Background: an optimization exercise with open tools, aiming at a short achievable clock period and few clock cycles per item. Do not read the settings as production practice.
In this exercise RTL edits were held to simulation tests only and were not proved equivalent to the original.
The clock cells of runs 2 to 5 come from the design's own scripts or RTL, not from TritonCTS.
The clock port is modelled as an ideal driver, which makes a skipped or thinned clock tree look cheaper than it is; a real chip needs a root buffer or a tree.
No activity file was given, so power comes from the tool's default toggle rates.

`flow/constraint.sdc`:
```
create_clock -name core_clock -period 6.0 [get_ports {clk}]
set_input_delay 1.2000 -clock core_clock [delete_from_list [all_inputs] [get_ports {clk}]]
set_output_delay 1.2000 -clock core_clock [all_outputs]
set_load 0.01 [all_outputs]
```
`flow/standard.sh`:
```
#!/bin/bash
# synth_recipe.tcl (not shown) runs the flow's synth.tcl, then flattens the netlist and writes it again
# the make line also repeats each setting of config.mk as NAME=value (left out here)
make -C /OpenROAD-flow-scripts/flow DESIGN_CONFIG=/design/flow/config.mk WORK_HOME=/design/flow/orfs CLKGATE_MAP_FILE= SYNTH_SCRIPT=/design/flow/synth_recipe.tcl "${@:-finish}"
```
`flow/flow/run.sh`:
```
#!/bin/bash
# Standard ORFS layout, except that clock tree synthesis is replaced by a hand-built
# two-level tree (flow/manual_cts.tcl, sourced by ORFS cts.tcl through PRE_CTS_TCL):
# the clock port drives a few root buffers, each root drives leaf buffers, and each leaf
# drives an equal-size group of nearby flip-flops (recursive median bisection). Every flip-flop gets the same structure.
set -uo pipefail
here=$(pwd)
export PRE_CTS_TCL=$here/flow/manual_cts.tcl
export MCTS_LEAF_LEVELS=${MCTS_LEAF_LEVELS:-5}
bash standard.sh > standard.log 2>&1
rc=$?
# keep each step's own log next to the run
mkdir -p step_logs
cp orfs/logs/*/*/*/*.log step_logs/ 2>/dev/null || true
exit $rc
```
`flow/flow/manual_cts.tcl`:
```
# Clock tree built by hand in place of TritonCTS: the clock port drives a few root
# buffers, each root drives leaf buffers, each leaf drives a cluster of nearby
# flip-flops (recursive bisection of their placed positions into equal groups).
# Two buffers on every path.
# Sourced by ORFS cts.tcl as PRE_CTS_TCL; it replaces clock_tree_synthesis.

proc mcts_kmeans {pts k iters} {
  # pts: list of {x y}; returns list of cluster index per point
  set n [llength $pts]
  set cx {}; set cy {}
  # seed: points sorted along a serpentine order, evenly spaced
  set sorted [lsort -real -index 0 $pts]
  for {set c 0} {$c < $k} {incr c} {
    set p [lindex $sorted [expr {int(($c + 0.5) * $n / $k)}]]
    lappend cx [lindex $p 0]; lappend cy [lindex $p 1]
  }
  set asg [lrepeat $n 0]
  for {set it 0} {$it < $iters} {incr it} {
    set i 0
    foreach p $pts {
      set px [lindex $p 0]; set py [lindex $p 1]
      set best 0; set bd 1e30
      for {set c 0} {$c < $k} {incr c} {
        set d [expr {abs($px - [lindex $cx $c]) + abs($py - [lindex $cy $c])}]
        if {$d < $bd} { set bd $d; set best $c }
      }
      lset asg $i $best
      incr i
    }
    set sx [lrepeat $k 0.0]; set sy [lrepeat $k 0.0]; set sn [lrepeat $k 0]
    set i 0
    foreach p $pts {
      set c [lindex $asg $i]
      lset sx $c [expr {[lindex $sx $c] + [lindex $p 0]}]
      lset sy $c [expr {[lindex $sy $c] + [lindex $p 1]}]
      lset sn $c [expr {[lindex $sn $c] + 1}]
      incr i
    }
    for {set c 0} {$c < $k} {incr c} {
      if {[lindex $sn $c] > 0} {
        lset cx $c [expr {[lindex $sx $c] / [lindex $sn $c]}]
        lset cy $c [expr {[lindex $sy $c] / [lindex $sn $c]}]
      }
    }
  }
  return [list $asg $cx $cy]
}

proc mcts_place {inst x y} {
  set m [$inst getMaster]
  $inst setLocation [expr {int($x - [$m getWidth] / 2)}] [expr {int($y - [$m getHeight] / 2)}]
  $inst setPlacementStatus PLACED
}

if {[info commands mcts_orig_cts] eq ""} {
  rename clock_tree_synthesis mcts_orig_cts
}

# Recursive bisection at the median along the wider side: 2^levels equal groups
proc mcts_bisect {items levels} {
  # items: list of {x y payload}
  if {$levels == 0 || [llength $items] < 2} { return [list $items] }
  set xs [lsort -real [lmap it $items {lindex $it 0}]]
  set ys [lsort -real [lmap it $items {lindex $it 1}]]
  set idx [expr {([lindex $xs end] - [lindex $xs 0]) >= ([lindex $ys end] - [lindex $ys 0]) ? 0 : 1}]
  set sorted [lsort -real -index $idx $items]
  set h [expr {[llength $sorted] / 2}]
  return [concat [mcts_bisect [lrange $sorted 0 [expr {$h - 1}]] [expr {$levels - 1}]] \
                 [mcts_bisect [lrange $sorted $h end] [expr {$levels - 1}]]]
}

proc mcts_centroid {items} {
  set sx 0.0; set sy 0.0
  foreach it $items { set sx [expr {$sx + [lindex $it 0]}]; set sy [expr {$sy + [lindex $it 1]}] }
  set n [llength $items]
  return [list [expr {$sx / $n}] [expr {$sy / $n}]]
}

proc clock_tree_synthesis {args} {
  set leaf_levels [expr {[info exists ::env(MCTS_LEAF_LEVELS)] ? $::env(MCTS_LEAF_LEVELS) : 5}]
  set root_levels 2
  set db [ord::get_db]
  set block [ord::get_db_block]
  set buf [$db findMaster sky130_fd_sc_hd__clkbuf_16]
  set clknet [$block findNet clk]
  set items {}
  foreach it [$clknet getITerms] {
    set bb [[$it getInst] getBBox]
    lappend items [list [expr {([$bb xMin] + [$bb xMax]) / 2.0}] [expr {([$bb yMin] + [$bb yMax]) / 2.0}] $it]
  }
  puts "MCTS: [llength $items] sinks, [expr {1 << $leaf_levels}] leaf buffers, [expr {1 << $root_levels}] roots"
  set r 0
  set c 0
  foreach rgroup [mcts_bisect $items $root_levels] {
    set ri [odb::dbInst_create $block $buf "clkbuf_root_${r}_clk"]
    set rn [odb::dbNet_create $block "clknet_root_${r}_clk"]
    $rn setSigType CLOCK
    [$ri findITerm X] connect $rn
    [$ri findITerm A] connect $clknet
    set lcs {}
    foreach lgroup [mcts_bisect $rgroup [expr {$leaf_levels - $root_levels}]] {
      set li [odb::dbInst_create $block $buf "clkbuf_leaf_${c}_clk"]
      set ln [odb::dbNet_create $block "clknet_leaf_${c}_clk"]
      $ln setSigType CLOCK
      [$li findITerm X] connect $ln
      [$li findITerm A] connect $rn
      foreach it $lgroup {
        set t [lindex $it 2]
        $t disconnect
        $t connect $ln
      }
      set lc [mcts_centroid $lgroup]
      mcts_place $li [lindex $lc 0] [lindex $lc 1]
      lappend lcs $lc
      puts "MCTS: leaf $c root $r sinks [llength $lgroup]"
      incr c
    }
    set rc [mcts_centroid $lcs]
    mcts_place $ri [lindex $rc 0] [lindex $rc 1]
    incr r
  }
  $clknet setSigType CLOCK
  global_connect
  puts "MCTS: done"
}
```
`flow/design.v`:
```
  localparam POS_BITS = 16;
  localparam [POS_BITS-1:0] POS_MAX = {POS_BITS{1'b1}};
  localparam [5:0] K_IDENT  = 6'd0;
  localparam [5:0] K_BOOL   = 6'd1;
  localparam [5:0] K_INT    = 6'd2;
  localparam [5:0] K_REAL   = 6'd3;
  localparam [5:0] K_STRING = 6'd4;
  localparam [5:0] K_ERROR  = 6'd5;
  localparam [5:0] K_DOTDOT = 6'd6;
  localparam [5:0] K_SINGLE = 6'd18;
  localparam [5:0] K_END    = 6'd35;
  localparam OUT_W = 55;
  localparam QN = 9;
  localparam QSTALL = 4;       
  function [POS_BITS-1:0] sat_inc;
    input [POS_BITS-1:0] x;
    begin
      sat_inc = (x == POS_MAX) ? x : x + 16'd1;
    end
  endfunction
  function [5:0] single_kind;
    input [7:0] c;
    begin
      case (c)
        "+": single_kind = K_SINGLE + 6'd0;
        "-": single_kind = K_SINGLE + 6'd1;
        "*": single_kind = K_SINGLE + 6'd2;
        "/": single_kind = K_SINGLE + 6'd3;
        "&": single_kind = K_SINGLE + 6'd4;
        "|": single_kind = K_SINGLE + 6'd5;
        "^": single_kind = K_SINGLE + 6'd6;
        "~": single_kind = K_SINGLE + 6'd7;
        "!": single_kind = K_SINGLE + 6'd8;
        "<": single_kind = K_SINGLE + 6'd9;
        ">": single_kind = K_SINGLE + 6'd10;
        "=": single_kind = K_SINGLE + 6'd11;
        "?": single_kind = K_SINGLE + 6'd12;
        ":": single_kind = K_SINGLE + 6'd13;
        "(": single_kind = K_SINGLE + 6'd14;
        ")": single_kind = K_SINGLE + 6'd15;
        ";": single_kind = K_SINGLE + 6'd16;
        default: single_kind = K_ERROR;
      endcase
    end
  endfunction
  function [5:0] pair_kind;
    input [7:0] a;
    begin
      case (a)
        ".": pair_kind = K_DOTDOT + 6'd0;
        "&": pair_kind = K_DOTDOT + 6'd1;
        "|": pair_kind = K_DOTDOT + 6'd2;
        "=": pair_kind = K_DOTDOT + 6'd3;
        "!": pair_kind = K_DOTDOT + 6'd4;
        "<": pair_kind = K_DOTDOT + 6'd5;
        ">": pair_kind = K_DOTDOT + 6'd6;
        ":": pair_kind = K_DOTDOT + 6'd7;
        "+": pair_kind = K_DOTDOT + 6'd8;
        "-": pair_kind = K_DOTDOT + 6'd9;
        "*": pair_kind = K_DOTDOT + 6'd10;
        "/": pair_kind = K_DOTDOT + 6'd11;
        default: pair_kind = K_ERROR;
      endcase
    end
  endfunction
  localparam I_IDLE = 0, I_IDENT = 1, I_STRING = 2, I_ZERO = 3, I_DEC_INT = 4,
             I_DEC_DOT = 5, I_FRAC = 6, I_EXP_E = 7, I_EXP_SIGN = 8, I_EXP_DIG = 9,
             I_GARBAGE = 10, I_TRAIL = 11, I_HEX_X = 12, I_HEX_DIG = 13, I_OP = 14;
  localparam C_G      = 0;    
  localparam C_IDCH   = 15;   
  localparam C_NQ     = 16;   
  localparam C_X      = 17;   
  localparam C_DIG    = 18;   
  localparam C_E      = 19;   
  localparam C_TRZ    = 20;   
  localparam C_TRD    = 21;   
  localparam C_TRX    = 22;   
  localparam C_GDD    = 23;   
  localparam C_GG     = 24;   
  localparam C_GH     = 25;   
  localparam C_PM     = 26;   
  localparam C_HEX    = 27;   
  localparam C_AT     = 28;   
  localparam C_Q      = 29;   
  localparam C_DOT    = 30;   
  localparam C_SSTR   = 31;   
  localparam C_SZERO  = 32;   
  localparam C_SDEC   = 33;   
  localparam C_SIDENT = 34;   
  localparam C_SOP    = 35;   
  localparam C_SEMIT  = 36;   
  localparam C_SOPEN  = 37;   
  localparam C_SK     = 38;   
  localparam C_PK     = 44;   
  localparam C_HCL    = 50;   
  localparam C_CCL    = 54;   
  localparam C_LT     = 58;   
  localparam C_W      = 66;
module sl_front (
  input  logic             clk,
  input  logic             rst_n,
  input  logic             rst_q,       
  input  logic             in_valid,
  input  logic             in_stall,
  input  logic [8:0]       in_data,
  output logic             f_valid,
  output logic             f_eoi,
  output logic [65:0]      f_cls,
  output logic [15:0]      f_pos,
  output logic [15:0]      f_pos1       
);
  localparam POS_BITS = 16;
  localparam [POS_BITS-1:0] POS_MAX = {POS_BITS{1'b1}};
  localparam [5:0] K_IDENT  = 6'd0;
  localparam [5:0] K_BOOL   = 6'd1;
  localparam [5:0] K_INT    = 6'd2;
  localparam [5:0] K_REAL   = 6'd3;
  localparam [5:0] K_STRING = 6'd4;
  localparam [5:0] K_ERROR  = 6'd5;
  localparam [5:0] K_DOTDOT = 6'd6;
  localparam [5:0] K_SINGLE = 6'd18;
  localparam [5:0] K_END    = 6'd35;
  localparam OUT_W = 55;
  localparam QN = 9;
  localparam QSTALL = 4;       
  function [POS_BITS-1:0] sat_inc;
    input [POS_BITS-1:0] x;
    begin
      sat_inc = (x == POS_MAX) ? x : x + 16'd1;
    end
  endfunction
  function [5:0] single_kind;
    input [7:0] c;
    begin
      case (c)
        "+": single_kind = K_SINGLE + 6'd0;
        "-": single_kind = K_SINGLE + 6'd1;
        "*": single_kind = K_SINGLE + 6'd2;
        "/": single_kind = K_SINGLE + 6'd3;
        "&": single_kind = K_SINGLE + 6'd4;
        "|": single_kind = K_SINGLE + 6'd5;
        "^": single_kind = K_SINGLE + 6'd6;
        "~": single_kind = K_SINGLE + 6'd7;
        "!": single_kind = K_SINGLE + 6'd8;
        "<": single_kind = K_SINGLE + 6'd9;
        ">": single_kind = K_SINGLE + 6'd10;
        "=": single_kind = K_SINGLE + 6'd11;
        "?": single_kind = K_SINGLE + 6'd12;
        ":": single_kind = K_SINGLE + 6'd13;
        "(": single_kind = K_SINGLE + 6'd14;
        ")": single_kind = K_SINGLE + 6'd15;
        ";": single_kind = K_SINGLE + 6'd16;
        default: single_kind = K_ERROR;
      endcase
    end
  endfunction
  function [5:0] pair_kind;
    input [7:0] a;
    begin
      case (a)
        ".": pair_kind = K_DOTDOT + 6'd0;
        "&": pair_kind = K_DOTDOT + 6'd1;
        "|": pair_kind = K_DOTDOT + 6'd2;
        "=": pair_kind = K_DOTDOT + 6'd3;
        "!": pair_kind = K_DOTDOT + 6'd4;
        "<": pair_kind = K_DOTDOT + 6'd5;
        ">": pair_kind = K_DOTDOT + 6'd6;
        ":": pair_kind = K_DOTDOT + 6'd7;
        "+": pair_kind = K_DOTDOT + 6'd8;
        "-": pair_kind = K_DOTDOT + 6'd9;
        "*": pair_kind = K_DOTDOT + 6'd10;
        "/": pair_kind = K_DOTDOT + 6'd11;
        default: pair_kind = K_ERROR;
      endcase
    end
  endfunction
  localparam I_IDLE = 0, I_IDENT = 1, I_STRING = 2, I_ZERO = 3, I_DEC_INT = 4,
             I_DEC_DOT = 5, I_FRAC = 6, I_EXP_E = 7, I_EXP_SIGN = 8, I_EXP_DIG = 9,
             I_GARBAGE = 10, I_TRAIL = 11, I_HEX_X = 12, I_HEX_DIG = 13, I_OP = 14;
  localparam C_G      = 0;    
  localparam C_IDCH   = 15;   
  localparam C_NQ     = 16;   
  localparam C_X      = 17;   
  localparam C_DIG    = 18;   
  localparam C_E      = 19;   
  localparam C_TRZ    = 20;   
  localparam C_TRD    = 21;   
  localparam C_TRX    = 22;   
  localparam C_GDD    = 23;   
  localparam C_GG     = 24;   
  localparam C_GH     = 25;   
  localparam C_PM     = 26;   
  localparam C_HEX    = 27;   
  localparam C_AT     = 28;   
  localparam C_Q      = 29;   
  localparam C_DOT    = 30;   
  localparam C_SSTR   = 31;   
  localparam C_SZERO  = 32;   
  localparam C_SDEC   = 33;   
  localparam C_SIDENT = 34;   
  localparam C_SOP    = 35;   
  localparam C_SEMIT  = 36;   
  localparam C_SOPEN  = 37;   
  localparam C_SK     = 38;   
  localparam C_PK     = 44;   
  localparam C_HCL    = 50;   
  localparam C_CCL    = 54;   
  localparam C_LT     = 58;   
  localparam C_W      = 66;
  logic       v0_r;
  logic [8:0] d0_r;
  always_ff @(posedge clk) begin
    v0_r <= rst_n && in_valid && !in_stall;
    d0_r <= in_data;
  end
  logic [7:0]     c;
  logic           e;
  logic           alpha, dig, hex, space, opens, idst, idst_na, idch, x, ee, dot, q, at;
  logic [C_W-1:0] cls;
  always_comb begin
    c       = d0_r[8:1];
    e       = d0_r[0];
    alpha   = (c >= "a" && c <= "z") || (c >= "A" && c <= "Z");
    dig     = (c >= "0" && c <= "9");
    hex     = dig || (c >= "a" && c <= "f") || (c >= "A" && c <= "F");
    space   = (c == " ") || (c == 8'h09) || (c == 8'h0A) || (c == 8'h0D);
    opens   = (c == ".") || (c == "&") || (c == "|") || (c == "=") ||
              (c == "!") || (c == "<") || (c == ">") || (c == ":") ||
              (c == "+") || (c == "-") || (c == "*") || (c == "/");
    at      = (c == "@");
    idst_na = alpha || (c == "_");
    idst    = idst_na || at;
    idch    = alpha || dig || (c == "_");
    x       = (c == "x") || (c == "X");
    ee      = (c == "e") || (c == "E");
    dot     = (c == ".");
    q       = (c == "'");
    cls = {C_W{1'b0}};
    cls[C_IDCH]   = idch;
    cls[C_NQ]     = !q;
    cls[C_X]      = x;
    cls[C_DIG]    = dig;
    cls[C_E]      = ee;
    cls[C_TRZ]    = idst_na && !ee && !x;
    cls[C_TRD]    = idst_na && !ee;
    cls[C_TRX]    = idst_na;
    cls[C_GDD]    = idch && !dig;
    cls[C_GG]     = idch || dot;
    cls[C_GH]     = !hex && (idch || dot);
    cls[C_PM]     = (c == "+") || (c == "-");
    cls[C_HEX]    = hex;
    cls[C_AT]     = at;
    cls[C_Q]      = q;
    cls[C_DOT]    = dot;
    cls[C_SSTR]   = q;
    cls[C_SZERO]  = (c == "0");
    cls[C_SDEC]   = dig && (c != "0");
    cls[C_SIDENT] = idst;
    cls[C_SOP]    = opens;
    cls[C_SEMIT]  = !space && !q && !dig && !idst && !opens;
    cls[C_SOPEN]  = q || dig || idst || opens;
    cls[C_SK +: 6]  = single_kind(c);
    cls[C_PK +: 6]  = pair_kind(c);
    cls[C_HCL +: 4] = {opens && !dot && (c != "&") && (c != "|"), c == "|", c == "&", dot};
    cls[C_CCL +: 4] = {c == "=", c == "|", c == "&", dot};
    cls[C_LT +: 8]  = {c == "s", c == "l", c == "a", c == "e", c == "u", c == "r", c == "f", c == "t"};
    cls[C_G + I_IDENT]    = idch;
    cls[C_G + I_STRING]   = !q;
    cls[C_G + I_ZERO]     = x || dig || dot || ee || (idst_na && !ee && !x);
    cls[C_G + I_DEC_INT]  = dig || dot || idst_na;
    cls[C_G + I_DEC_DOT]  = idch;
    cls[C_G + I_FRAC]     = dig || idst_na;
    cls[C_G + I_EXP_E]    = (c == "+") || (c == "-") || dig;
    cls[C_G + I_EXP_SIGN] = dig;
    cls[C_G + I_EXP_DIG]  = dig || idst_na;
    cls[C_G + I_GARBAGE]  = idch || dot;
    cls[C_G + I_TRAIL]    = idch;
    cls[C_G + I_HEX_X]    = idch || dot;
    cls[C_G + I_HEX_DIG]  = idch || dot;
    if (e) cls = {C_W{1'b0}};
  end
  logic [15:0] pos_r, pos_inc;
  assign pos_inc = sat_inc(pos_r);
  always_ff @(posedge clk) begin
    if (!rst_q) begin
      pos_r   <= 16'd0;
      f_valid <= 1'b0;
    end else begin
      f_valid <= v0_r;
      if (v0_r) pos_r <= d0_r[0] ? 16'd0 : pos_inc;
    end
  end
  always_ff @(posedge clk) begin
    f_eoi <= d0_r[0];
    f_cls <= cls;
    f_pos <= pos_r;
    f_pos1 <= pos_inc;
  end
endmodule
module sl_back (
  input  logic              clk,
  input  logic              rst_n,
  input  logic              rst_q,
  input  logic              f_valid,
  input  logic              f_eoi,
  input  logic [65:0]       f_cls,
  input  logic [15:0]       f_pos,
  input  logic [15:0]       f_pos1,
  output logic              in_stall,
  output logic              out_valid,
  input  logic              out_stall,
  output logic [54:0]       out_data
);
  localparam POS_BITS = 16;
  localparam [POS_BITS-1:0] POS_MAX = {POS_BITS{1'b1}};
  localparam [5:0] K_IDENT  = 6'd0;
  localparam [5:0] K_BOOL   = 6'd1;
  localparam [5:0] K_INT    = 6'd2;
  localparam [5:0] K_REAL   = 6'd3;
  localparam [5:0] K_STRING = 6'd4;
  localparam [5:0] K_ERROR  = 6'd5;
  localparam [5:0] K_DOTDOT = 6'd6;
  localparam [5:0] K_SINGLE = 6'd18;
  localparam [5:0] K_END    = 6'd35;
  localparam OUT_W = 55;
  localparam QN = 9;
  localparam QSTALL = 4;       
  function [POS_BITS-1:0] sat_inc;
    input [POS_BITS-1:0] x;
    begin
      sat_inc = (x == POS_MAX) ? x : x + 16'd1;
    end
  endfunction
  function [5:0] single_kind;
    input [7:0] c;
    begin
      case (c)
        "+": single_kind = K_SINGLE + 6'd0;
        "-": single_kind = K_SINGLE + 6'd1;
        "*": single_kind = K_SINGLE + 6'd2;
        "/": single_kind = K_SINGLE + 6'd3;
        "&": single_kind = K_SINGLE + 6'd4;
        "|": single_kind = K_SINGLE + 6'd5;
        "^": single_kind = K_SINGLE + 6'd6;
        "~": single_kind = K_SINGLE + 6'd7;
        "!": single_kind = K_SINGLE + 6'd8;
        "<": single_kind = K_SINGLE + 6'd9;
        ">": single_kind = K_SINGLE + 6'd10;
        "=": single_kind = K_SINGLE + 6'd11;
        "?": single_kind = K_SINGLE + 6'd12;
        ":": single_kind = K_SINGLE + 6'd13;
        "(": single_kind = K_SINGLE + 6'd14;
        ")": single_kind = K_SINGLE + 6'd15;
        ";": single_kind = K_SINGLE + 6'd16;
        default: single_kind = K_ERROR;
      endcase
    end
  endfunction
  function [5:0] pair_kind;
    input [7:0] a;
    begin
      case (a)
        ".": pair_kind = K_DOTDOT + 6'd0;
        "&": pair_kind = K_DOTDOT + 6'd1;
        "|": pair_kind = K_DOTDOT + 6'd2;
        "=": pair_kind = K_DOTDOT + 6'd3;
        "!": pair_kind = K_DOTDOT + 6'd4;
        "<": pair_kind = K_DOTDOT + 6'd5;
        ">": pair_kind = K_DOTDOT + 6'd6;
        ":": pair_kind = K_DOTDOT + 6'd7;
        "+": pair_kind = K_DOTDOT + 6'd8;
        "-": pair_kind = K_DOTDOT + 6'd9;
        "*": pair_kind = K_DOTDOT + 6'd10;
        "/": pair_kind = K_DOTDOT + 6'd11;
        default: pair_kind = K_ERROR;
      endcase
    end
  endfunction
  localparam I_IDLE = 0, I_IDENT = 1, I_STRING = 2, I_ZERO = 3, I_DEC_INT = 4,
             I_DEC_DOT = 5, I_FRAC = 6, I_EXP_E = 7, I_EXP_SIGN = 8, I_EXP_DIG = 9,
             I_GARBAGE = 10, I_TRAIL = 11, I_HEX_X = 12, I_HEX_DIG = 13, I_OP = 14;
  localparam C_G      = 0;    
  localparam C_IDCH   = 15;   
  localparam C_NQ     = 16;   
  localparam C_X      = 17;   
  localparam C_DIG    = 18;   
  localparam C_E      = 19;   
  localparam C_TRZ    = 20;   
  localparam C_TRD    = 21;   
  localparam C_TRX    = 22;   
  localparam C_GDD    = 23;   
  localparam C_GG     = 24;   
  localparam C_GH     = 25;   
  localparam C_PM     = 26;   
  localparam C_HEX    = 27;   
  localparam C_AT     = 28;   
  localparam C_Q      = 29;   
  localparam C_DOT    = 30;   
  localparam C_SSTR   = 31;   
  localparam C_SZERO  = 32;   
  localparam C_SDEC   = 33;   
  localparam C_SIDENT = 34;   
  localparam C_SOP    = 35;   
  localparam C_SEMIT  = 36;   
  localparam C_SOPEN  = 37;   
  localparam C_SK     = 38;   
  localparam C_PK     = 44;   
  localparam C_HCL    = 50;   
  localparam C_CCL    = 54;   
  localparam C_LT     = 58;   
  localparam C_W      = 66;
  logic [14:0] mode_r, mode_nxt;
  logic [5:0]  hsk_r, hpk_r;           
  logic [3:0]  hcl_r;                  
  logic [14:0] g;
  logic        e, grow, pair, stop, nstop, dd;
  logic        a_v, b_v, a_m1, a_two, a_str, a_id;
  logic [5:0]  a_kind, b_kind;
  always_comb begin
    e     = f_eoi;
    g     = mode_r & f_cls[C_G +: 15];
    grow  = |g;
    pair  = |(hcl_r & f_cls[C_CCL +: 4]);
    stop  = grow | mode_r[I_STRING] & f_cls[C_Q] | mode_r[I_DEC_DOT] & f_cls[C_DOT]
          | mode_r[I_OP] & pair;
    nstop = !stop;
    mode_nxt = 15'd0;
    mode_nxt[I_IDLE]     = !grow & (stop | !f_cls[C_SOPEN]);
    mode_nxt[I_IDENT]    = mode_r[I_IDENT] & f_cls[C_IDCH] | nstop & f_cls[C_SIDENT];
    mode_nxt[I_STRING]   = mode_r[I_STRING] & f_cls[C_NQ] | nstop & f_cls[C_SSTR];
    mode_nxt[I_ZERO]     = nstop & f_cls[C_SZERO];
    mode_nxt[I_DEC_INT]  = (mode_r[I_ZERO] | mode_r[I_DEC_INT]) & f_cls[C_DIG]
                         | nstop & f_cls[C_SDEC];
    mode_nxt[I_OP]       = nstop & f_cls[C_SOP];
    mode_nxt[I_HEX_X]    = mode_r[I_ZERO] & f_cls[C_X];
    mode_nxt[I_DEC_DOT]  = (mode_r[I_ZERO] | mode_r[I_DEC_INT]) & f_cls[C_DOT];
    mode_nxt[I_EXP_E]    = (mode_r[I_ZERO] | mode_r[I_DEC_INT] | mode_r[I_FRAC]) & f_cls[C_E];
    mode_nxt[I_TRAIL]    = mode_r[I_ZERO] & f_cls[C_TRZ]
                         | (mode_r[I_DEC_INT] | mode_r[I_FRAC]) & f_cls[C_TRD]
                         | mode_r[I_EXP_DIG] & f_cls[C_TRX]
                         | mode_r[I_TRAIL] & f_cls[C_IDCH];
    mode_nxt[I_FRAC]     = (mode_r[I_DEC_DOT] | mode_r[I_FRAC]) & f_cls[C_DIG];
    mode_nxt[I_GARBAGE]  = mode_r[I_DEC_DOT] & f_cls[C_GDD]
                         | mode_r[I_GARBAGE] & f_cls[C_GG]
                         | (mode_r[I_HEX_X] | mode_r[I_HEX_DIG]) & f_cls[C_GH];
    mode_nxt[I_EXP_SIGN] = mode_r[I_EXP_E] & f_cls[C_PM];
    mode_nxt[I_EXP_DIG]  = (mode_r[I_EXP_E] | mode_r[I_EXP_SIGN] | mode_r[I_EXP_DIG])
                         & f_cls[C_DIG];
    mode_nxt[I_HEX_DIG]  = (mode_r[I_HEX_X] | mode_r[I_HEX_DIG]) & f_cls[C_HEX];
    dd    = mode_r[I_DEC_DOT] & f_cls[C_DOT];
    a_str = mode_r[I_STRING] & f_cls[C_Q];
    a_m1  = a_str | dd;
    a_two = mode_r[I_OP] & pair;
    a_id  = mode_r[I_IDENT];
    a_v   = f_valid & !mode_r[I_IDLE] & !grow;
    b_v   = f_valid & (e | dd | nstop & f_cls[C_SEMIT]);
    a_kind = K_ERROR;
    if (mode_r[I_STRING])
      a_kind = f_cls[C_Q] ? K_STRING : K_ERROR;
    else if (mode_r[I_ZERO] | mode_r[I_DEC_INT])
      a_kind = f_cls[C_AT] ? K_ERROR : K_INT;
    else if (mode_r[I_DEC_DOT])
      a_kind = f_cls[C_DOT] ? K_INT : K_ERROR;
    else if (mode_r[I_FRAC] | mode_r[I_EXP_DIG])
      a_kind = f_cls[C_AT] ? K_ERROR : K_REAL;
    else if (mode_r[I_HEX_DIG])
      a_kind = K_INT;
    else if (mode_r[I_OP])
      a_kind = pair ? hpk_r : hsk_r;
    b_kind = e ? K_END : dd ? K_DOTDOT : f_cls[C_SK +: 6];
  end
  always_ff @(posedge clk) begin
    if (!rst_q) begin
      mode_r <= 15'd1;
    end else if (f_valid) begin
      mode_r <= mode_nxt;
    end
  end
  always_ff @(posedge clk) begin
    if (f_valid) begin
      hsk_r <= f_cls[C_SK +: 6];
      hpk_r <= f_cls[C_PK +: 6];
      hcl_r <= f_cls[C_HCL +: 4];
    end
  end
  logic        s_v, s_grow, s_id, s_av, s_bv, s_m1, s_two, s_str, s_aid, s_dd, s_e;
  logic [5:0]  s_akind, s_bkind;
  logic [15:0] s_pos, s_pos1;
  logic [7:0]  s_lt;
  always_ff @(posedge clk) begin
    if (!rst_q) begin
      s_v  <= 1'b0;
      s_av <= 1'b0;
      s_bv <= 1'b0;
    end else begin
      s_v  <= f_valid;
      s_av <= a_v;
      s_bv <= b_v;
    end
  end
  always_ff @(posedge clk) begin
    s_grow  <= grow;
    s_id    <= mode_r[I_IDENT];
    s_m1    <= a_m1;
    s_two   <= a_two;
    s_str   <= a_str;
    s_aid   <= a_id;
    s_dd    <= dd;
    s_e     <= e;
    s_akind <= a_kind;
    s_bkind <= b_kind;
    s_pos   <= f_pos;
    s_pos1  <= f_pos1;
    s_lt    <= f_cls[C_LT +: 8];
  end
  logic [15:0] beg_r, begp1_r, len_r, lenm1_r, dot_r;
  logic [8:0]  kw_r, kw_upd;           
  always_comb begin
    kw_upd = {kw_r[7] & s_lt[4], kw_r[6] & s_lt[7], kw_r[5] & s_lt[6], kw_r[4] & s_lt[5],
              1'b0,
              kw_r[2] & s_lt[4], kw_r[1] & s_lt[3], kw_r[0] & s_lt[2], 1'b0};
  end
  always_ff @(posedge clk) begin
    if (s_v) begin
      beg_r   <= s_grow ? beg_r : s_pos;
      begp1_r <= s_grow ? begp1_r : s_pos1;
      len_r   <= s_grow ? sat_inc(len_r) : 16'd1;
      lenm1_r <= s_grow ? ((len_r == POS_MAX) ? lenm1_r : len_r) : 16'd0;
      kw_r  <= s_id ? kw_upd : {4'd0, s_lt[1], 3'd0, s_lt[0]};
      dot_r <= s_pos;
    end
  end
  logic [5:0]  ta_kind;
  logic [15:0] ta_off, ta_len, tb_start, tb_len;
  logic [54:0] ta, tb, w0;
  logic        w0v, w1v;
  logic [QN-1:0] wp_r, wp1;
  always_comb begin
    ta_kind  = s_aid ? ((kw_r[3] | kw_r[8]) ? K_BOOL : K_IDENT) : s_akind;
    ta_off   = s_str ? begp1_r : beg_r;
    ta_len   = s_m1 ? lenm1_r : s_two ? 16'd2 : len_r;
    tb_start = s_dd ? dot_r : s_pos;
    tb_len   = s_e ? 16'd0 : s_dd ? 16'd2 : 16'd1;
    ta  = {ta_kind, beg_r, ta_off, ta_len, 1'b0};
    tb  = {s_bkind, tb_start, tb_start, tb_len, s_e};
    w0  = s_av ? ta : tb;
    w0v = s_av | s_bv;
    w1v = s_av & s_bv;
    wp1 = {wp_r[QN-2:0], wp_r[QN-1]};
  end
  always_ff @(posedge clk) begin
    if (!rst_q) begin
      wp_r <= {{(QN-1){1'b0}}, 1'b1};
    end else begin
      if (w1v) wp_r <= {wp_r[QN-3:0], wp_r[QN-1:QN-2]};
      else if (w0v) wp_r <= wp1;
    end
  end
  logic [54:0]   q_mem [0:QN-1];
  logic [QN-1:0] rp_r, rp1;
  logic [QN-1:0] th_r, th_p0, th_p1, th_nxt;
  logic [54:0]   h0, h1, x_go;
  logic          v_go;
  logic [QN-1:0] th_go, rp_go;
  always_comb begin
    rp1 = {rp_r[QN-2:0], rp_r[QN-1]};
    h0  = 55'd0;
    h1  = 55'd0;
    for (int i = 0; i < QN; i++) begin
      h0 = h0 | ({55{rp_r[i]}} & q_mem[i]);
      h1 = h1 | ({55{rp1[i]}} & q_mem[i]);
    end
    if (w1v) begin
      th_p0 = {th_r[QN-3:0], 2'b11};
      th_p1 = {th_r[QN-2:0], 1'b1};
    end else if (w0v) begin
      th_p0 = {th_r[QN-2:0], 1'b1};
      th_p1 = th_r;
    end else begin
      th_p0 = th_r;
      th_p1 = {1'b0, th_r[QN-1:1]};
    end
    x_go   = out_valid ? h1 : h0;
    v_go   = out_valid ? th_r[1] : th_r[0];
    th_go  = out_valid ? th_p1 : th_p0;
    rp_go  = out_valid ? rp1 : rp_r;
    th_nxt = out_stall ? th_p0 : th_go;
  end
  always_ff @(posedge clk) begin
    for (int i = 0; i < QN; i++) begin
      if (wp_r[i] & w0v) q_mem[i] <= w0;
      else if (wp1[i] & w1v) q_mem[i] <= tb;
    end
  end
  always_ff @(posedge clk) begin
    if (!rst_q) begin
      rp_r <= {{(QN-1){1'b0}}, 1'b1};
      th_r <= {QN{1'b0}};
    end else begin
      rp_r <= out_stall ? rp_r : rp_go;
      th_r <= th_nxt;
    end
  end
  always_ff @(posedge clk) begin
    if (!rst_n || !rst_q) begin
      out_valid <= 1'b0;
    end else begin
      out_valid <= out_stall ? th_r[0] : v_go;
    end
  end
  always_ff @(posedge clk) begin
    if (!rst_n) begin
      in_stall <= 1'b1;
    end else if (!rst_q) begin
      in_stall <= 1'b0;
    end else begin
      in_stall <= th_nxt[QSTALL-1];
    end
  end
  always_ff @(posedge clk) begin
    out_data <= out_stall ? h0 : x_go;
  end
endmodule
module script_lexer (
  input  logic        clk,
  input  logic        rst_n,
  input  logic        in_valid,
  output logic        in_stall,
  input  logic [8:0]  in_data,    
  output logic        out_valid,
  input  logic        out_stall,
  output logic [54:0] out_data    
);
  logic        rst_q;
  logic        f_valid, f_eoi;
  logic [65:0] f_cls;
  logic [15:0] f_pos, f_pos1;
  always_ff @(posedge clk) rst_q <= rst_n;
  sl_front u_front (
    .clk(clk), .rst_n(rst_n), .rst_q(rst_q),
    .in_valid(in_valid), .in_stall(in_stall), .in_data(in_data),
    .f_valid(f_valid), .f_eoi(f_eoi), .f_cls(f_cls), .f_pos(f_pos), .f_pos1(f_pos1)
  );
  sl_back u_back (
    .clk(clk), .rst_n(rst_n), .rst_q(rst_q),
    .f_valid(f_valid), .f_eoi(f_eoi), .f_cls(f_cls), .f_pos(f_pos), .f_pos1(f_pos1),
    .in_stall(in_stall),
    .out_valid(out_valid), .out_stall(out_stall), .out_data(out_data)
  );
endmodule
```
`flow/config.mk`:
```
export PLATFORM = sky130hd
export DESIGN_NAME = script_lexer
export DESIGN_NICKNAME = script_lexer
export VERILOG_FILES = /design/flow/design.v
export SDC_FILE = /design/flow/constraint.sdc
export NUM_CORES = 4
export LEC_CHECK = 0
export ABC_CLOCK_PERIOD_IN_PS = 1500
export CAP_MARGIN = 20
export CORE_MARGIN = 2
export CORE_UTILIZATION = 65
export PLACE_DENSITY = 0.75
export SETUP_SLACK_MARGIN = 4.3
export SLEW_MARGIN = 20
```
==> impl_results.md, run 1 <==
* GPL Wtd Cong at ~0.91
* HPWL after DPL at 60,900 um
* Last stage: global routing (5_1_grt)
* Placed cells at around 4,100
* Netlist cell types at 76
* Die X-Extent at about 250 um
* Yosys reg bits at between 800 and 900
* Post-synth EDFFs at 599
* Syn nets at 3,541
* Cell row count at 88
* Total Routing Usage GR at 82.8%
* Chip Height at ~250 um
* Yosys warns at 4
* Status: did not finish
* Count leader, synth: edfxtp_1
* Top FF cell, synth: edfxtp_1
* Dominant cell type by area after synthesis: edfxtp_1
* # port buffers at 69
* Pin count of the biggest net entering global routing at 80
* FFs w/ async S/R, synth at 0%
* Error: [ERROR GRT-0232] Routing congestion too high. Check the congestion heatmap in the GUI.
* Post-synthesis instance area at 37,800 um^2
* Dominant cells by area after synthesis: edfxtp_1, dfxtp_1, a22oi_1
* Grt ovf at 88
* Commonest cells post-synth: edfxtp_1, nor2_1, a21oi_1
* Post-synthesis average cell area at 10.7 um^2
* Initial core utilization at 65.6%
* IO Pins at 70
* Synth Instances at roughly 3,500
* Post-CTS Hold Buffers at 0
* Post-synth top area share at 47.6%
* Register area share after synthesis at about three fifths
==> through the flow <==
step                      setup WS [ns]  hold WS [ns]  cell area (um^2)
after CTS                          3.69         0.312             48300
after detailed placement           2.47         0.312             39700
after global placement             2.54         0.311             39700
after floorplan                    3.77         0.310             39300
==> power groups by stage <==
stage          sequential, mW  clock, mW  combinational (mW)
2_1_floorplan            6.53          0               0.131
3_3_place_gp             6.55          0               0.161
3_5_place_dp             6.56          0               0.165
4_1_cts                  6.55       2.09               0.245
==> metal layers <==
layer / GRT overflow / global-route usage, %
met1: 11 / 82.6
met2: 31 / 92.1
met3: 14 / 76.1
met4: 31 / 77.4
met5: 1 / 68.3
==> timing repair <==
action,in CTS
setup buffers,208
resized for setup,1017
setup endpoints to repair,1279
pin swaps,228
gates cloned,150
==> worst max-delay path by stage <==
| stage | startpoint | endpoint | slack [ns] | depth (start not counted) |
|---|---|---|---|---|
| CTS | out_stall | u_back.rp_r[8] | 3.69 | 6 |
| floorplan | out_stall | u_back.th_r[1] | 3.77 | 7 |
| detailed placement | out_stall | u_back.out_data[10] | 2.47 | 5 |
| global placement | out_stall | u_back.out_data[13] | 2.54 | 5 |
==> cells by family after synthesis <==
kind of cell    Yosys count  synth area share (%)
compound gates         1217                  21.0
simple gates           1026                  12.0
flops                   870                  62.0
buf+inv                 356                  3.59
xor+xnor                 30                 0.696
mux                      25                 0.666
fa+ha+maj                 2                0.0662
Testbench counts, summed over its fixed seeds: cycles 27,451, bytes 27,403.
==> run 2, diff against run 1 <==
--- a/flow/config.mk
+++ b/flow/config.mk
@@ -7,3 +7,3 @@
 export LEC_CHECK = 0
-export ABC_CLOCK_PERIOD_IN_PS = 1500
+export ABC_CLOCK_PERIOD_IN_PS = 1800
 export CAP_MARGIN = 20
@@ -12,3 +12,3 @@
 export PLACE_DENSITY = 0.75
-export SETUP_SLACK_MARGIN = 4.3
+export SETUP_SLACK_MARGIN = 4.0
 export SLEW_MARGIN = 20
==> run 2 against run 1 <==
Compared with the run above:
- now clean on timing, DRC and antenna
- synthesized cell count did not move
- area after synthesis unchanged
==> impl_results.md, run 2 <==
* DIE AREA at 60,100 um^2
* Post-synthesis average cell area at 10.7 um^2
* Clock skew at 0.0396 ns
* Slew @ Worst Pin at 0.948 ns
* Initial DRT Pass Iterations at 10
* Worst-Skew Late Latency at 0.41 ns
* Sequential Power Share at ~70%
* Post-Synth Simple-Gate Area at 12.0%
* Initial antenna violation count at 2
* CP Data Required Time at 4.80 ns
* Cell at the slowest stage of the critical path: dfxtp_4
* WS Path Type: register to output port
* Critical-path cell list: buf_6
* Post-route minimum period at 2.14 ns
* CP Capture Type: output port
* Main combinational cell family by area after synthesis: compound AO/OA/AOI/OAI gates
* Total Neg Setup Slack at 0 ns
* Most frequent cells in the layout: edfxtp_1, nor2_1, a21oi_1
* Placed cell areas at 39,400 um^2
* Area share of fa/ha/maj cells after synthesis at 0.0663%
* Commonest cells post-synth: edfxtp_1, nor2_1, a21oi_1
* Clock share of power at about 30%
* Share of layout cells above drive strength 1 at between 10% and 20%
* # port buffers at 69
* Dominant cell type by area after synthesis: edfxtp_1
* Max-cap viol count at 0
* Peak VDD IR at 0.000243 V
* Yosys reg bits at 870
* Cell row count at 88
* Arr. time, crit path at 0.94 ns
* Critical path launch point type: register
* Mux cell area share after synthesis at less than 1%
* IO Pins at 70
* Total Routing Usage GR at 39.4%
* XOR/XNOR share of the synthesized area at less than 1%
* Status: finished clean
* Worst Path Buf+Inv at 1
* Netlist cell types at 76
* Yosys warns at 4
* Pin count of the biggest net entering global routing at 71
* Fin. Hold Viols at 0
* Final Slew Violations at 0
* Detail Route Antenna Nets at 0
* Vias in the first global route at a little under 30,000
* Dominant cells by area after synthesis: edfxtp_1, dfxtp_1, a22oi_1
* Drt total wl at 129,000 um
* Drt drc at 0
* Syn nets at 3,541
* Switch share at 19.9%
* FFs w/ async S/R, synth at 0%
* Clk slew on worst S/H paths at 0.11 ns
* Vias at approximately 32,000
* Chip Height at between 200 and 250 um
* Register area share after synthesis at just over 60%
* Vias per cell at 7.44
* # setup viols final at 0
* Regs by FF count: u_back.q_mem: 495 flops, u_back.out_data: 55 flops, u_front.f_cls: 49 flops
* Post-synth top area share at between 40% and 50%
* Avg WL per Cell at about 30 um
* Register with the most flip-flops: u_back.q_mem
* Worst path max stage delay at 0.42 ns
* HPWL after DPL at between 50,000 and 60,000 um
* RSZ-0062 raised after global routing: true
* Headroom to the max-slew limit at 36.8%
* Top FF cell, synth: edfxtp_1
* Count leader, synth: edfxtp_1
* LEAKAGE at 15.4 nW
* Synth Instances at 3,526
* Die X-Extent at 245 um
* PwrDens at roughly 220 nW/um^2
* Core ar. at 57,600 um^2
* Commonest non-fill, non-tap cell in the layout: edfxtp_1
* Grt ovf at 0
* Switching power at 1.87 mW
* Compound-gate portion of the synthesized area at 21.0%
* Worst path top cell family by delay: flip-flops
* Internal power at 7.54 mW
* Post-synth EDFFs at between 500 and 600
* First-pass GRT wire length at around 180,000 um
* Final cycle utilization of the critical path at 35.6%
* Final #Nets at 3,500
* Number of fillers in the final layout at roughly 3,600
* Initial core utilization at between 60% and 70%
* Largest register FFs at 495
* Worst Path Max Fanout at 1
* Comb power frac at 2.1%
* Layout overhead on the synthesized area at 15.6%
* Initial DRC Count at 5,797
* F_max at around 0.47 GHz
* Post-synthesis instance area at 37,800 um^2
* GPL Wtd Cong at around 0.90
* Hold Crit Class: register to register
* Post-route cell area at 43,700 um^2
==> run 2: layout make-up <==
class                      count  area [um^2]  area share, %
antenna                        4         10.0         0.0229
tap                          765          957           2.19
multi-input combinational   2345        15600           35.7
sequential                   870        23600           54.0
inverter                      27          109          0.249
buffer                        36          901           2.06
timing repair buffer         205         2540           5.81
==> run 2: what timing repair did <==
action / in CTS / in global routing
endpoints found under the setup margin: 1076 / 907
pin swaps: 69 / 21
resized for setup: 274 / 377
gates cloned: 42 / 13
buffers inserted: 55 / 27
hold buffers: 0 / 0
endpoints found under the hold margin: 0 / 0
==> run 2: power groups by stage <==
stage	Combinational [mW]	Sequential [mW]	Clock, mW
2_1_floorplan	0.127	6.53	0
3_3_place_gp	0.160	6.55	0
3_5_place_dp	0.164	6.55	0
4_1_cts	0.181	6.56	2.09
5_1_grt	0.215	6.42	2.96
6_report	0.200	6.42	2.79
==> run 2: cells by family after synthesis <==
group	after synthesis
buffers and inverters	356
DFF	870
adders and majority gates	2
xor gates and xnor gates	30
AOI/OAI and AO/OA	1217
and+or+nand+nor	1026
muxes	25
==> run 2: through the flow <==
stage / cells / setup slack [ns] / total power [mW] / util, % / hold WS, ns
after floorplan: 3526 / 3.77 / 6.66 / - / 0.310
after global routing: 4249 / 3.86 / 9.60 / 75.8 / 0.337
after CTS: 4208 / 3.58 / 8.82 / 73.9 / 0.312
final: 4252 / 3.86 / 9.41 / 75.8 / 0.333
after global placement: 4075 / 2.50 / 6.71 / 68.4 / 0.312
after detailed placement: 4075 / 2.38 / 6.72 / 68.4 / 0.312
==> run 2: path summary, 6_finish.rpt <==
check,depth (start not counted),startpoint,slack (ns),endpoint
max reg2reg,5,u_back.s_av,3.95,u_back.q_mem[2][18]
min,0,u_front.f_pos[5],0.33,u_back.s_pos[5]
min reg2reg,0,u_front.f_pos[5],0.33,u_back.s_pos[5]
max,1,u_back.out_data[31],3.86,out_data[31]
==> run 2: metal layers <==
layer	track usage, %	wire length, um	share of wire, %
met1	52.5	43100	34
met5	0	105	0.082
met2	60.5	55900	43
met3	10.3	20900	16
met4	18.5	8570	6.7
==> run 3, diff against run 2 <==
--- a/flow/flow/run.sh
+++ b/flow/flow/run.sh
@@ -8,3 +8,3 @@
 export PRE_CTS_TCL=$here/flow/manual_cts.tcl
-export MCTS_LEAF_LEVELS=${MCTS_LEAF_LEVELS:-5}
+export MCTS_LEAF_LEVELS=${MCTS_LEAF_LEVELS:-6}
 bash standard.sh > standard.log 2>&1
==> run 3 against run 2 <==
Compared with the run above:
- clock power grew 41%
- power up 12%
- final area up 2.9%
- hold slack lost 0.012 ns
- sequential share of layout area shrank 1.5 points
- global-route usage is 2.2 points higher
- synthesized cell count unchanged
- maximum frequency decreased by 6.0%
- cell count increased by 1.5%
- via count grew 5.8%
- largest power group unchanged
- worst setup slack got worse by 0.14 ns
==> impl_results.md, run 3 <==
* Final cycle utilization of the critical path at 37.9%
* FFs w/ async S/R, synth at 0%
* Die X-Extent at around 250 um
* Cell row count at 88
* Commonest non-fill, non-tap cell in the layout: edfxtp_1
* Regs by FF count: u_back.q_mem: 495 flops, u_back.out_data: 55 flops, u_front.f_cls: 49 flops
* Grt ovf at 0
* Synth Instances at 3,526
* Footprint of the multi-input gates at 16,000 um^2
* HPWL after DPL at 59,500 um
* Total Routing Usage GR at 41.6%
* Most frequent cells in the layout: edfxtp_1, nor2_1, a21oi_1
* Status: finished clean
* PwrDens at 235 nW/um^2
* WS Path Type: register to register
* Vias at 33,500
* Register area at 23,600 um^2
* Post-synth EDFFs at 599
* RSZ-0062 raised after global routing: true
* # setup viols final at 0
* Worst-Skew Late Latency at roughly 0.49 ns
* Avg WL per Cell at 33.3 um
* N_diodes at 0
* LEAKAGE at 16.1 nW
* CP Capture Type: register
* Fin. Hold Viols at 0
* DP Worst Slack at 2.38 ns
* CP Data Required Time at a little over 6 ns
* Max-cap viol count at 0
* Final Slew Violations at 0
* Headroom to the max-slew limit at 39.1%
* Core ar. at approximately 58,000 um^2
* Arr. time, crit path at 2.41 ns
* Initial DRT Pass Iterations at 17
* Syn nets at 3,541
* Largest register FFs at 495
* Initial DRC Count at 7,252
* GPL Wtd Cong at 0.901
* Register with the most flip-flops: u_back.q_mem
* Yosys reg bits at 870
* Critical path launch point type: register
* Post-route minimum period at 2.27 ns
* Share of layout cells above drive strength 1 at 17.4%
* Vias in the first global route at around 31,000
* Post-synthesis average cell area at around 11 um^2
* Netlist cell types at 76
* Chip Height at 245 um
* Post-synth top area share at 47.6%
* Dominant cells by area after synthesis: edfxtp_1, dfxtp_1, a22oi_1
* Clk slew on worst S/H paths at 0.07 ns
* Final #Nets at 3,569
* Top FF cell, synth: edfxtp_1
* Peak VDD IR at 0.000253 V
* Dominant cell type by area after synthesis: edfxtp_1
* Slew @ Worst Pin at 0.914 ns
* Vias per cell at 7.75
* Post-CTS Hold Buffers at 0
* F_max at 0.440 GHz
* Commonest cells post-synth: edfxtp_1, nor2_1, a21oi_1
* Hold Crit Class: register to register
* Yosys warns at 4
* DIE AREA at 60,100 um^2
* Detail Route Antenna Nets at 0
* Register area share after synthesis at 62.0%
* # port buffers at 69
* First-pass GRT wire length at 188,000 um
* Number of fillers in the final layout at 3,397
* Overall power at 10.5 mW
* Drt drc at 0
* Pin count of the biggest net entering global routing at 71
* Initial antenna violation count at 1
* IO Pins at 70
* Worst Path Max Fanout at 14
* Total Neg Setup Slack at 0 ns
* Initial core utilization at 65.6%
* Count leader, synth: edfxtp_1
* Drt total wl at ~140,000 um
* Final Worst Setup Slack at around 3.7 ns
* Post-synthesis instance area at 37,800 um^2
* Layout overhead on the synthesized area at 18.9%
* Clock skew at 0.0429 ns
-- run 3: cell counts after synthesis --
Identical to the previous run, type by type.
-- run 3: final cells by class --
| cell class | count | share of cell area, % |
|---|---|---|
| buffer | 68 | 3.79 |
| inverter | 27 | 0.251 |
| multi-input combinational | 2376 | 35.6 |
| sequential | 870 | 52.5 |
| tap | 765 | 2.13 |
| timing repair buffer | 211 | 5.76 |
-- run 3: worst max-delay path, stage by stage (launching register included) --
cell	delay, ns
dfxtp_1	0.91
nand3_4	0.62
nand2_8	0.40
-- run 3: worst paths after layout --
| kind | start | to | slack (ns) | cells after the start |
|---|---|---|---|---|
| min reg2reg | u_front.f_cls[61] | u_back.s_lt[3] | 0.32 | 0 |
| max reg2reg | u_back.wp_r[2] | u_back.q_mem[3][33] | 3.73 | 2 |
| min | u_front.f_cls[61] | u_back.s_lt[3] | 0.32 | 0 |
| max | u_back.wp_r[2] | u_back.q_mem[3][33] | 3.73 | 2 |
-- run 3: cell families (layout without fill, tap and decap cells) --
kind of cell | count (synthesis) | count (layout) | synth area share (%)
AOI/OAI and AO/OA | 1217 | 1218 | 21.0
adders and majority gates | 2 | 2 | 0.0662
muxes | 25 | 25 | 0.666
DFF | 870 | 870 | 62.0
buffers and inverters | 356 | 306 | 3.59
xor gates and xnor gates | 30 | 30 | 0.696
and+or+nand+nor | 1026 | 1101 | 12.0
-- run 3: where the power goes --
group | internal, mW | total [mW] | switching (mW)
Sequential | 6.37 | 6.42 | 0.0538
Clock | 1.97 | 3.92 | 1.95
Combinational | 0.0835 | 0.206 | 0.122
Total | 8.42 | 10.5 | 2.12
-- run 3: layer usage --
layer  global-route usage (%)  share of wire, %  up-vias
li1                         -                 -    13400
met1                     52.6                31    15500
met2                     62.7                41     3515
met3                     14.1                19     1052
met4                     23.8               9.3        4
met5                        0             0.086        -
-- run 3: repair_timing --
item | in CTS | in global routing
buffers inserted | 40 | 46
endpoints found under the setup margin | 1075 | 874
cloned | 58 | 30
gates resized for setup | 262 | 387
pin swaps | 56 | 32
endpoints found under the hold margin | 0 | 0
-- run 3: through the flow --
step           hold slack [ns]  std cells  instance area (um^2)  utilization, %
2_1_floorplan            0.310       3526                 38700               -
3_3_place_gp             0.312       4075                 39400            68.4
3_5_place_dp             0.312       4075                 39400            68.4
4_1_cts                  0.312       4241                 43300            75.3
5_1_grt                  0.323       4317                 44900            78.0
6_report                 0.321       4317                 44900            78.0
==> run 4, diff against run 3 <==
--- a/flow/flow/run.sh
+++ b/flow/flow/run.sh
@@ -4,3 +4,5 @@
 # the clock port drives a few root buffers, each root drives leaf buffers, and each leaf
-# drives an equal-size group of nearby flip-flops (recursive median bisection). Every flip-flop gets the same structure.
+# drives an equal-size group of nearby flip-flops (recursive median bisection). Every
+# flip-flop gets the same structure. Before that, each flip-flop driving an output
+# port is moved next to that port's buffer.
 set -uo pipefail
@@ -8,3 +10,4 @@
 export PRE_CTS_TCL=$here/flow/manual_cts.tcl
-export MCTS_LEAF_LEVELS=${MCTS_LEAF_LEVELS:-6}
+export MCTS_LEAF_LEVELS=${MCTS_LEAF_LEVELS:-5}
+export MCTS_PULL_OUT=1
 bash standard.sh > standard.log 2>&1
--- a/flow/flow/manual_cts.tcl
+++ b/flow/flow/manual_cts.tcl
@@ -78,3 +78,32 @@
 
+# Move each flip-flop that drives an output port's buffer next to that buffer
+proc mcts_pull_outputs {block} {
+  set n 0
+  foreach bt [$block getBTerms] {
+    if {[$bt getIoType] ne "OUTPUT"} { continue }
+    set net [$bt getNet]
+    if {$net eq "NULL"} { continue }
+    foreach it [$net getITerms] {
+      if {![$it isOutputSignal]} { continue }
+      set buf [$it getInst]
+      set a [$buf findITerm A]
+      if {$a eq "NULL"} { continue }
+      set an [$a getNet]
+      foreach dit [$an getITerms] {
+        if {![$dit isOutputSignal]} { continue }
+        set ff [$dit getInst]
+        if {![string match "*df*" [[$ff getMaster] getName]]} { continue }
+        set bb [$buf getBBox]
+        mcts_place $ff [expr {([$bb xMin] + [$bb xMax]) / 2.0}] [expr {([$bb yMin] + [$bb yMax]) / 2.0}]
+        incr n
+      }
+    }
+  }
+  puts "MCTS: moved $n output flip-flops next to their port buffers"
+}
+
 proc clock_tree_synthesis {args} {
+  if {[info exists ::env(MCTS_PULL_OUT)] && $::env(MCTS_PULL_OUT)} {
+    mcts_pull_outputs [ord::get_db_block]
+  }
   set leaf_levels [expr {[info exists ::env(MCTS_LEAF_LEVELS)] ? $::env(MCTS_LEAF_LEVELS) : 5}]
==> run 4 against run 3 <==
Compared with the run above:
- first-iteration DRC count decreased by 15%
- wire length decreased by 8.6%
- synthesized cell count unchanged
- worst setup slack improved by 0.048 ns
- maximum frequency increased by 2.2%
- sequential cell count unchanged
- register-to-register slack improved by 0.05 ns
- largest cell class unchanged
==> impl_results.md, run 4 <==
* HPWL after DPL at just under 60,000 um
* Worst-Skew Late Latency at 0.42 ns
* Top FF cell, synth: edfxtp_1
* Final Slew Violations at 0
* Count leader, synth: edfxtp_1
* Most frequent cells in the layout: edfxtp_1, nor2_1, a21oi_1
* Commonest non-fill, non-tap cell in the layout: edfxtp_1
* Synth Instances at 3,526
* Clk slew on worst S/H paths at around 0.10 ns
* Post-synthesis average cell area at 10.7 um^2
* Post-route minimum period at about 2.2 ns
* # setup viols final at 0
* Yosys warns at 4
* Regs by FF count: u_back.q_mem: 495 flops, u_back.out_data: 55 flops, u_front.f_cls: 49 flops
* Register area share after synthesis at 62.0%
* Initial DRT Pass Iterations at 14
* Peak VDD IR at 0.000253 V
* WS Path Type: register to register
* Drt total wl at about 130,000 um
* Yosys reg bits at 870
* Register area at ~24,000 um^2
* Register with the most flip-flops: u_back.q_mem
* Initial core utilization at 65.6%
* PwrDens at 214 nW/um^2
* LEAKAGE at 15.5 nW
* GPL Wtd Cong at 0.901
* Chip Height at 245 um
* IO Pins at 70
* Slew @ Worst Pin at 1.03 ns
* Grt ovf at 0
* Fin. Hold Viols at 0
* Post-synth top area share at 47.6%
* Worst Path Max Fanout at 14
* Cell row count at just under 90
* Detail Route Antenna Nets at 0
* Hold Crit Class: register to register
* Initial DRC Count at 6,197
* FFs w/ async S/R, synth at 0%
* Largest register FFs at 495
* Die X-Extent at between 200 and 250 um
* Initial antenna violation count at 4
* Final cycle utilization of the critical path at about 37%
* Max-cap viol count at 0
* Arr. time, crit path at ~2.3 ns
* Final #Nets at 3,517
* Avg WL per Cell at between 30 and 40 um
* Overall power at 9.42 mW
* DIE AREA at 60,100 um^2
* Dominant cell type by area after synthesis: edfxtp_1
* Status: finished clean
* Post-synthesis instance area at 37,800 um^2
* Vias in the first global route at 29,400
* Commonest cells post-synth: edfxtp_1, nor2_1, a21oi_1
* First-pass GRT wire length at 179,000 um
* Drt drc at 0
* # port buffers at between 60 and 70
* Netlist cell types at 76
* Share of layout cells above drive strength 1 at 16.7%
* Post-synth EDFFs at 599
* CP Capture Type: register
* Core ar. at around 58,000 um^2
* Footprint of the multi-input gates at 15,900 um^2
* Layout overhead on the synthesized area at 16.4%
* Clock skew at 0.0470 ns
* CP Data Required Time at 6.10 ns
* Hold WS at 0.333 ns
* Critical path launch point type: register
* RSZ-0062 raised after global routing: true
* Vias at 31,800
* Number of fillers in the final layout at between 3,000 and 4,000
* Total Routing Usage GR at 39.2%
* Syn nets at between 3,000 and 4,000
* Pin count of the biggest net entering global routing at 71
* F_max at 0.449 GHz
* Dominant cells by area after synthesis: edfxtp_1, dfxtp_1, a22oi_1
* Headroom to the max-slew limit at between 30% and 40%
* Total Neg Setup Slack at 0 ns
* Vias per cell at between 7 and 8
## run 4: cell counts after synthesis
No cell type changed its count.
## run 4: area by class of cell
cell class                      count  share of cell area, %
Antenna cell                        2                 0.0114
Sequential cell                   870                   53.6
Buffer                             36                   2.05
Tap cell                          765                   2.18
Multi-Input combinational cell   2352                   36.2
Inverter                           27                  0.248
Timing Repair Buffer              215                   5.77
## run 4: logic make-up (layout without fill, tap and decap cells)
group                      Yosys count  count (layout)  synth area share [%]
adders and majority gates            2               2                0.0662
other                                0               2                     0
xor gates and xnor gates            30              30                 0.696
and+or+nand+nor                   1026            1077                  12.0
DFF                                870             870                  62.0
AOI/OAI and AO/OA                 1217            1218                  21.0
muxes                               25              25                 0.666
buffers and inverters              356             278                  3.59
## run 4: per-stage QoR
step / setup WS (ns) / util (%) / std cells / instance area (um^2)
final: 3.77 / 76.4 / 4267 / 44000
after global routing: 3.83 / 76.3 / 4265 / 44000
after CTS: 3.46 / 73.8 / 4199 / 42500
after detailed placement: 2.38 / 68.4 / 4075 / 39400
after global placement: 2.50 / 68.4 / 4075 / 39400
after floorplan: 3.77 / - / 3526 / 38700
## run 4: path summary, 6_finish.rpt
kind	from	end	slack [ns]	cells past startpoint
worst min register to register	u_front.f_pos[5]	u_back.s_pos[5]	0.33	0
worst max-delay path	u_back.wp_r[3]	u_back.q_mem[4][38]	3.77	2
worst min-delay path	u_front.f_pos[5]	u_back.s_pos[5]	0.33	0
worst max register to register	u_back.wp_r[3]	u_back.q_mem[4][38]	3.77	2
## run 4: timing repair
item,CTS,global route
resized for setup,276,388
pin swaps,50,38
setup endpoints to repair,1076,881
gates cloned,37,24
buffers inserted,51,42
hold buffers,0,0
## run 4: layer usage
layer  routed length [um]  GRT usage, %  up-vias
li1                     -             -    13200
met1                44000          52.2    14900
met2                56200          60.4     2999
met3                22300          10.8      673
met4                 8840          17.5        8
met5                  137             0        -
## run 4: worst max-delay path, stage by stage (launching register included)
cell     delay [ns]
dfxtp_1        0.94
nand3_4        0.56
nand2_8        0.41
## run 4: power by group
part	internal (mW)	switching, mW	total, mW
combinational	0.0850	0.121	0.206
clock	1.09	1.71	2.80
sequential	6.37	0.0499	6.42
total	7.54	1.88	9.42
==> run 5, diff against run 4 <==
--- a/flow/flow/run.sh
+++ b/flow/flow/run.sh
@@ -6,3 +6,3 @@
 # flip-flop gets the same structure. Before that, each flip-flop driving an output
-# port is moved next to that port's buffer.
+# port is moved halfway toward that port's buffer.
 set -uo pipefail
@@ -12,2 +12,3 @@
 export MCTS_PULL_OUT=1
+export MCTS_PULL_FRAC=0.5
 bash standard.sh > standard.log 2>&1
--- a/flow/flow/manual_cts.tcl
+++ b/flow/flow/manual_cts.tcl
@@ -95,4 +95,8 @@
         if {![string match "*df*" [[$ff getMaster] getName]]} { continue }
+        set f [expr {[info exists ::env(MCTS_PULL_FRAC)] ? $::env(MCTS_PULL_FRAC) : 1.0}]
         set bb [$buf getBBox]
-        mcts_place $ff [expr {([$bb xMin] + [$bb xMax]) / 2.0}] [expr {([$bb yMin] + [$bb yMax]) / 2.0}]
+        set fb [$ff getBBox]
+        set bx [expr {([$bb xMin] + [$bb xMax]) / 2.0}]; set by [expr {([$bb yMin] + [$bb yMax]) / 2.0}]
+        set fx [expr {([$fb xMin] + [$fb xMax]) / 2.0}]; set fy [expr {([$fb yMin] + [$fb yMax]) / 2.0}]
+        mcts_place $ff [expr {$fx + $f * ($bx - $fx)}] [expr {$fy + $f * ($by - $fy)}]
         incr n
==> run 5 against run 4 <==
Compared with the run above:
- still clean
- utilization decreased by 0.18 points
- sequential share of layout area increased by 0.12 points
- sequential cell count did not move
- final area fell by 0.23%
- area after synthesis did not move
- die area is the same
- largest power group unchanged
==> impl_results.md, run 5 <==
* Netlist cell types at 76
* Initial DRT Pass Iterations at 10
* Chip Height at roughly 250 um
* Syn nets at 3,541
* DIE AREA at approximately 60,000 um^2
* Post-Synth Simple-Gate Area at 12.0%
* XOR/XNOR share of the synthesized area at 0.696%
* Core ar. at roughly 58,000 um^2
* CP Data Required Time at approximately 6.3 ns
* Area share of fa/ha/maj cells after synthesis at 0.0663%
* Commonest cells post-synth: edfxtp_1, nor2_1, a21oi_1
* # port buffers at 69
* Status: finished clean
* RSZ-0062 raised after global routing: true
* Synth Instances at approximately 3,500
* Regs by FF count: u_back.q_mem: 495 flops, u_back.out_data: 55 flops, u_front.f_cls: 49 flops
* Clock skew at roughly 0.035 ns
* Die X-Extent at 245 um
* Register area share after synthesis at around 62%
* F_max at about 0.47 GHz
* Internal power at around 7.5 mW
* Final Slew Violations at 0
* Sequential Power Share at 68.2%
* Max-cap viol count at 0
* Initial core utilization at ~66%
* Count leader, synth: edfxtp_1
* Pin count of the biggest net entering global routing at 71
* Post-route minimum period at between 2 and 2.5 ns
* Dominant cells by area after synthesis: edfxtp_1, dfxtp_1, a22oi_1
* Final cycle utilization of the critical path at 35.6%
* Drt drc at 0
* Initial DRC Count at roughly 6,000
* Mux cell area share after synthesis at 0.666%
* Post-synthesis average cell area at 10.7 um^2
* Post-synth EDFFs at ~600
* Vias at 31,400
* Headroom to the max-slew limit at 44.2%
* Vias per cell at 7.39
* Grt ovf at 0
* Post-synthesis instance area at approximately 38,000 um^2
* DP Worst Slack at between 2 and 2.5 ns
* Total Neg Setup Slack at 0 ns
* Total Routing Usage GR at 39.3%
* HPWL after DPL at 59,500 um
* Clk slew on worst S/H paths at about 0.10 ns
* GPL Wtd Cong at between 0.9 and 1
* IO Pins at 70
* Register with the most flip-flops: u_back.q_mem
* Most frequent cells in the layout: edfxtp_1, nor2_1, a21oi_1
* Worst-Skew Late Latency at 0.41 ns
* First-pass GRT wire length at 179,000 um
* Yosys reg bits at 870
* Final Worst Setup Slack at 3.86 ns
* Commonest non-fill, non-tap cell in the layout: edfxtp_1
* Yosys warns at 4
* Critical path launch point type: primary input
* Slew @ Worst Pin at 0.837 ns
* Arr. time, crit path at 2.42 ns
* Peak VDD IR at 0.000241 V
* Detail Route Antenna Nets at 0
* Avg WL per Cell at 30.2 um
* Hold Crit Class: register to register
* Largest register FFs at 495
* CP Capture Type: register
* Clock share of power at 29.6%
* Layout overhead on the synthesized area at 16.1%
* LEAKAGE at about 15 nW
* N_diodes at 0
* Fin. Hold Viols at 0
* Compound-gate portion of the synthesized area at 21.0%
* Cell row count at just under 90
* Worst Path Max Fanout at 11
* Drt total wl at 128,000 um
* Switch share at just under 20%
* PwrDens at about 210 nW/um^2
* Number of fillers in the final layout at 3,626
* Vias in the first global route at 29,500
* Top FF cell, synth: edfxtp_1
* Share of layout cells above drive strength 1 at 16.4%
* # setup viols final at 0
* Main combinational cell family by area after synthesis: compound AO/OA/AOI/OAI gates
* WS Path Type: primary input to register
* Comb power frac at 2.1%
* Dominant cell type by area after synthesis: edfxtp_1
* Post-synth top area share at a little under half
* Final #Nets at 3,505
* FFs w/ async S/R, synth at 0%
* Switching power at 1.87 mW
* Initial antenna violation count at 0
* Hold WS at 0.333 ns
## run 5: cell counts after synthesis
Identical to the previous run, type by type.
## run 5: area by class of cell
type | instances | area, um^2 | share of cell area [%]
Multi-Input combinational cell | 2338 | 15600 | 35.6
Buffer | 36 | 901 | 2.05
Sequential cell | 870 | 23600 | 53.7
Timing Repair Buffer | 217 | 2710 | 6.17
Tap cell | 765 | 957 | 2.18
Inverter | 27 | 109 | 0.248
## run 5: through the flow
step | cell area (um^2) | std cells | total power, mW | util (%)
2_1_floorplan | 38700 | 3526 | 6.66 | -
3_3_place_gp | 39400 | 4075 | 6.71 | 68.4
3_5_place_dp | 39400 | 4075 | 6.72 | 68.4
4_1_cts | 42500 | 4203 | 8.82 | 73.7
5_1_grt | 43900 | 4253 | 9.60 | 76.2
6_report | 43900 | 4253 | 9.41 | 76.2
## run 5: path summary, 6_finish.rpt
kind / cells past startpoint / startpoint / endpoint / slack [ns]
worst min register to register: 0 / u_front.f_pos[13] / u_back.s_pos[13] / 0.33
worst max register to register: 5 / u_back.rp_r[0] / u_back.out_data[27] / 3.93
worst max-delay path: 8 / out_stall / u_back.out_data[31] / 3.86
worst min-delay path: 0 / u_front.f_pos[13] / u_back.s_pos[13] / 0.33
## run 5: critical path, cell delays in order
cell and delay (ns):
buf_12 0.10, buf_4 0.13, nor2b_4 0.13, buf_12 0.17
buf_4 0.15, buf_16 0.16, a21oi_1 0.07, a31oi_2 0.29
## run 5: power by group through the flow
| stage | Sequential (mW) | Combinational (mW) | Clock [mW] |
|---|---|---|---|
| after CTS | 6.55 | 0.181 | 2.09 |
| final | 6.42 | 0.200 | 2.79 |
| after global routing | 6.42 | 0.215 | 2.96 |
| after detailed placement | 6.55 | 0.164 | 0 |
| after floorplan | 6.53 | 0.127 | 0 |
| after global placement | 6.55 | 0.160 | 0 |
## run 5: logic make-up (layout without fill, tap and decap cells)
family          count (synthesis)  after routing
compound gates               1217           1218
simple gates                 1026           1063
flops                         870            870
buf+inv                       356            280
xor+xnor                       30             30
mux                            25             25
fa+ha+maj                       2              2
## run 5: timing repair
action / in CTS / in global routing
hold buffers: 0 / 0
setup buffers: 59 / 34
endpoints found under the setup margin: 1076 / 981
cloned: 33 / 16
pin swaps: 65 / 41
resized for setup: 256 / 394
## run 5: routing by layer
layer / global-route usage, % / vias up / share of wire, %
li1: - / 13200 / -
met1: 52.9 / 14800 / 34
met2: 60.9 / 2827 / 44
met3: 10.6 / 604 / 17
met4: 15.3 / 2 / 6.1
met5: 0 / - / 0.026

==> static timing again, ports no longer ideal <==
In the flow no input, the clock included, has a driving cell. The finished layouts below were timed again as built, in two steps.
Step 1 (the two cells are an assumption about what drives the block):
set clk [get_ports {clk}]
set_driving_cell -lib_cell sky130_fd_sc_hd__clkbuf_16 $clk
set_driving_cell -lib_cell sky130_fd_sc_hd__buf_2 [delete_from_list [all_inputs] $clk]
Step 2 also shifts input and output timing later by t, the mid clock arrival at the registers, as if the neighbouring blocks saw the same clock.
Three values: ideal ports, drivers, drivers and shift; two values: the first two.
| run | t (ns) | setup slack, ns | worst setup path after step 2 | worst slew at a driven data input, ns |
|---|---|---|---|---|
| run 2 | 0.528 | 3.862 / 3.724 / 3.532 | input to register | 0.06 |
| run 3 | 0.621 | 3.725 / 3.632 / 3.540 | input to register | 0.06 |
| run 4 | 0.549 | 3.774 / 3.774 / 3.389 | input to register | 0.07 |
| run 5 | 0.539 | 3.865 / 3.765 / 3.425 | input to register | 0.06 |
After both steps setup and hold are still met in every run listed. The setup slack of run 5, which loses most, moves by -0.100 ns with the drivers and by -0.440 ns with both steps.
